Background: an optimization exercise with open tools, aiming at small area and a short achievable clock period. Do not read the settings as production practice.
At most, simulation tests tie the RTL to the original design; equivalence was not proved.
Power is estimated from default activity; no workload was simulated.

// button_press_classifier_queue_unit
module button_press_classifier_queue_unit (
   input  logic        clock,
   input  logic        reset,
   input  logic        req_valid,
   output logic        req_stall,
   input  logic [40:0] req_payload_bits,
   output logic        rsp_valid,
   input  logic        rsp_stall,
   output logic [13:0] rsp_payload_bits,
   input  logic        csr_valid,
   output logic        csr_ready,
   input  logic [1:0]  csr_index,
   input  logic [15:0] csr_wdata
);
Size in the first run: roughly 2600 cells after synthesis, about 81 I/O pins.
==> flow/config.mk <==
export PLATFORM = sky130hd
export DESIGN_NAME = button_press_classifier_queue_unit
export DESIGN_NICKNAME = button_press_classifier_queue_unit
export VERILOG_FILES = /design/flow/design.v
export SDC_FILE = /design/flow/constraint.sdc
export NUM_CORES = 4
export LEC_CHECK = 0
export CAP_MARGIN = 20
export CORE_MARGIN = 2
export CORE_UTILIZATION = 40
export SLEW_MARGIN = 20
export SYNTH_HIERARCHICAL = 1
==> flow/constraint.sdc <==
create_clock -name core_clock -period 10.5 [get_ports {clock}]
set_input_delay 2.1000 -clock core_clock [delete_from_list [all_inputs] [get_ports {clock}]]
set_output_delay 2.1000 -clock core_clock [all_outputs]
set_load 0.01 [all_outputs]
standard.sh (not shown) runs the stock make flow with config.mk's settings and CLKGATE_MAP_FILE= SYNTH_SCRIPT=/design/flow/synth_recipe.tcl, a recipe that flattens the netlist after the stock synthesis.
==> flow/flow/run.sh <==
#!/bin/bash
# Own layout flow: the standard ORFS layout (standard.sh, with its
# unchanged synthesis), with these layout knobs changed on make's command
# line:
#  - the setup repair margin, so that repair_timing works towards the
#    period the design can reach rather than stopping 5 ns short of 10.5 ns;
#  - the port buffer cell: a plain buffer instead of the delay buffer that
#    buffer_ports picks by default. Every port is still buffered;
#  - clock tree synthesis: clkbuf_8 buffers at the sinks, clkbuf_4 in the tree, in larger sink clusters and no
#    dummy loads. The clock still reaches every register through buffers.
# The full make output goes to run_flow.log in the work folder; ORFS's own
# per-step logs stay under orfs/logs.
set -euo pipefail
MARGIN=${OWN_SETUP_MARGIN:-6.0}
CTS="-sink_clustering_enable -repair_clock_nets -dont_use_dummy_load"
CTS="$CTS -buf_list sky130_fd_sc_hd__clkbuf_8 -tree_buf sky130_fd_sc_hd__clkbuf_4"
CTS="$CTS -sink_clustering_size 16 -sink_clustering_max_diameter 50"
bash standard.sh \
  "SETUP_SLACK_MARGIN=${MARGIN}" \
  "BUFFER_PORTS_ARGS=-buffer_cell sky130_fd_sc_hd__buf_1" \
  "CTS_ARGS=${CTS}" \
  finish > run_flow.log 2>&1
Edit:
--- a/flow/design.v
+++ b/flow/design.v
@@ -176,37 +176,38 @@
    assign beep_stop = (beep_ff == 16'd1);
    assign start     = beep_le1 && (rose != 8'd0);
    always_ff @(posedge clock) begin
       if (reset) begin
          beep_ff <= '0;
       end else if (scan_en) begin
          beep_ff <= start ? beep_t_ff : (beep_le1 ? 16'd0 : beep_ff - 16'd1);
       end
    end
    logic [7:0]  pmask_ff, mask, mm;
    logic        plong_ff, lm, mask_any, fire, quiet;
    logic [31:0] last_ff;
-   logic [3:0]  head_ff, tail_ff, head_p1, tail_p1;
+   logic [3:0]  head_ff, tail_ff, head_p1, tail_p1, tail_m1;
    logic        full_ff, to_full, empty, full;
    logic [15:0] e_lo;
    logic        e_wrap, win_zero;
    bpcq_pre u_pre (
       .last_lo  (last_ff[15:0]),
       .win      (win_ff),
       .e_lo     (e_lo),
       .e_wrap   (e_wrap)
    );
    assign win_zero = (win_ff == 16'd0);
    assign head_p1  = (head_ff == 4'd14) ? 4'd0 : head_ff + 4'd1;
    assign tail_p1  = (tail_ff == 4'd14) ? 4'd0 : tail_ff + 4'd1;
+   assign tail_m1  = (tail_ff == 4'd0) ? 4'd14 : tail_ff - 4'd1;
    assign to_full  = (head_p1 == tail_ff);
    assign empty    = (head_ff == tail_ff) && !full_ff;
    assign full     = full_ff;
    assign mask     = lvl & ge_min;
    assign mask_any = (mask != 8'd0);
    assign mm       = pmask_ff | mask;
    assign lm       = plong_ff | ((lvl & ge_long) != 8'd0);
    logic [15:0] now_lo, now_hi, g1, p1, g2, p2, hd;
    logic [16:0] inc_m;
    logic        ge_lo, ge_end, hi_eq0, hi_eq1, hi_zero, lo_in;
    assign now_lo = now[15:0];
    assign now_hi = now[31:16];
@@ -253,35 +254,37 @@
          end
          if (pop_en && !empty) begin
             tail_ff <= tail_p1;
             full_ff <= 1'b0;
          end
       end
    end
    always_ff @(posedge clock) begin
       if (scan_en && !reset && mask_any) last_ff <= now;
    end
    logic [8:0] mem [0:14];
    logic [8:0] rd_slot [0:15];
-   logic [8:0] rd_entry;
-   always_ff @(posedge clock) begin
-      if (!full) mem[head_ff] <= {lm, mm};
+   logic [8:0] last_pop;
+   logic       bs_ff, bp_ff, eq_ff, ed_ff, pv_ff;
+   logic shown_at_head;
+   assign shown_at_head = pv_ff && (head_ff == tail_m1);
+   always_ff @(posedge clock) begin
+      if (!full && (scan_en || !shown_at_head)) mem[head_ff] <= {lm, mm};
    end
    always_comb begin
-      for (int k = 0; k < 15; k++) rd_slot[k] = mem[k];
-      rd_slot[15] = mem[14];
-   end
-   assign rd_entry = rd_slot[tail_ff];
-   logic       bs_ff, bp_ff, eq_ff, ed_ff, pv_ff;
-   logic [8:0] pop_ff;
+      rd_slot[0] = mem[14];
+      for (int k = 1; k < 15; k++) rd_slot[k] = mem[k-1];
+      rd_slot[15] = mem[13];
+   end
+   assign last_pop = rd_slot[tail_ff];
    always_ff @(posedge clock) begin
       if (!req_stall) begin
-         bs_ff  <= !op && start;
-         bp_ff  <= !op && beep_stop;
-         eq_ff  <= !op && fire && !full;
-         ed_ff  <= !op && fire && full;
-         pv_ff  <= op && !empty;
-         pop_ff <= (op && !empty) ? {rd_entry[7:0], rd_entry[8]} : 9'd0;
-      end
-   end
-   assign rsp_payload_bits = {bs_ff, bp_ff, eq_ff, ed_ff, pv_ff, pop_ff};
+         bs_ff <= !op && start;
+         bp_ff <= !op && beep_stop;
+         eq_ff <= !op && fire && !full;
+         ed_ff <= !op && fire && full;
+         pv_ff <= op && !empty;
+      end
+   end
+   assign rsp_payload_bits = {bs_ff, bp_ff, eq_ff, ed_ff, pv_ff,
+                              pv_ff ? {last_pop[7:0], last_pop[8]} : 9'd0};
 endmodule
After rerunning: The changed run completed with no timing, DRC or antenna violations; power drops by a few percent; clock-buffer cell count drops by 5; setup slack is worse by 0.32 ns; sequential power drops by a few percent; clock power drops by a little under a tenth.
For the second run of this note, only the layout was checked, not whether the RTL still works.

afterwards: timing with drivers on the ports:
In the flow no input, the clock included, has a driving cell. The finished layouts below were timed again as built, in two steps.
Step 1: set_driving_cell puts a clkbuf_16 on clock and a buf_2 on each other input, an assumption about the parent block.
Step 2, shift: input delay + t, output delay - t, t = (earliest + latest rising clock arrival at the registers) / 2. This alone moves slack from input paths to output paths.
Slacks: ideal / step 1 / step 2; pairs: ideal / step 1.
run	t (ns)	setup slack, ns	latest minus earliest clock arrival (ns)	worst data-port slew with drivers (ns)
the first run	0.698	5.998 / 5.966 / 5.601	0.074 / 0.075	0.11
the second run	0.681	5.675 / 5.619 / 5.441	0.083 / 0.083	0.12
After both steps every run listed still meets setup and hold. The setup slack of the first run, which loses most, moves by -0.032 ns with the drivers and by -0.397 ns with both steps.
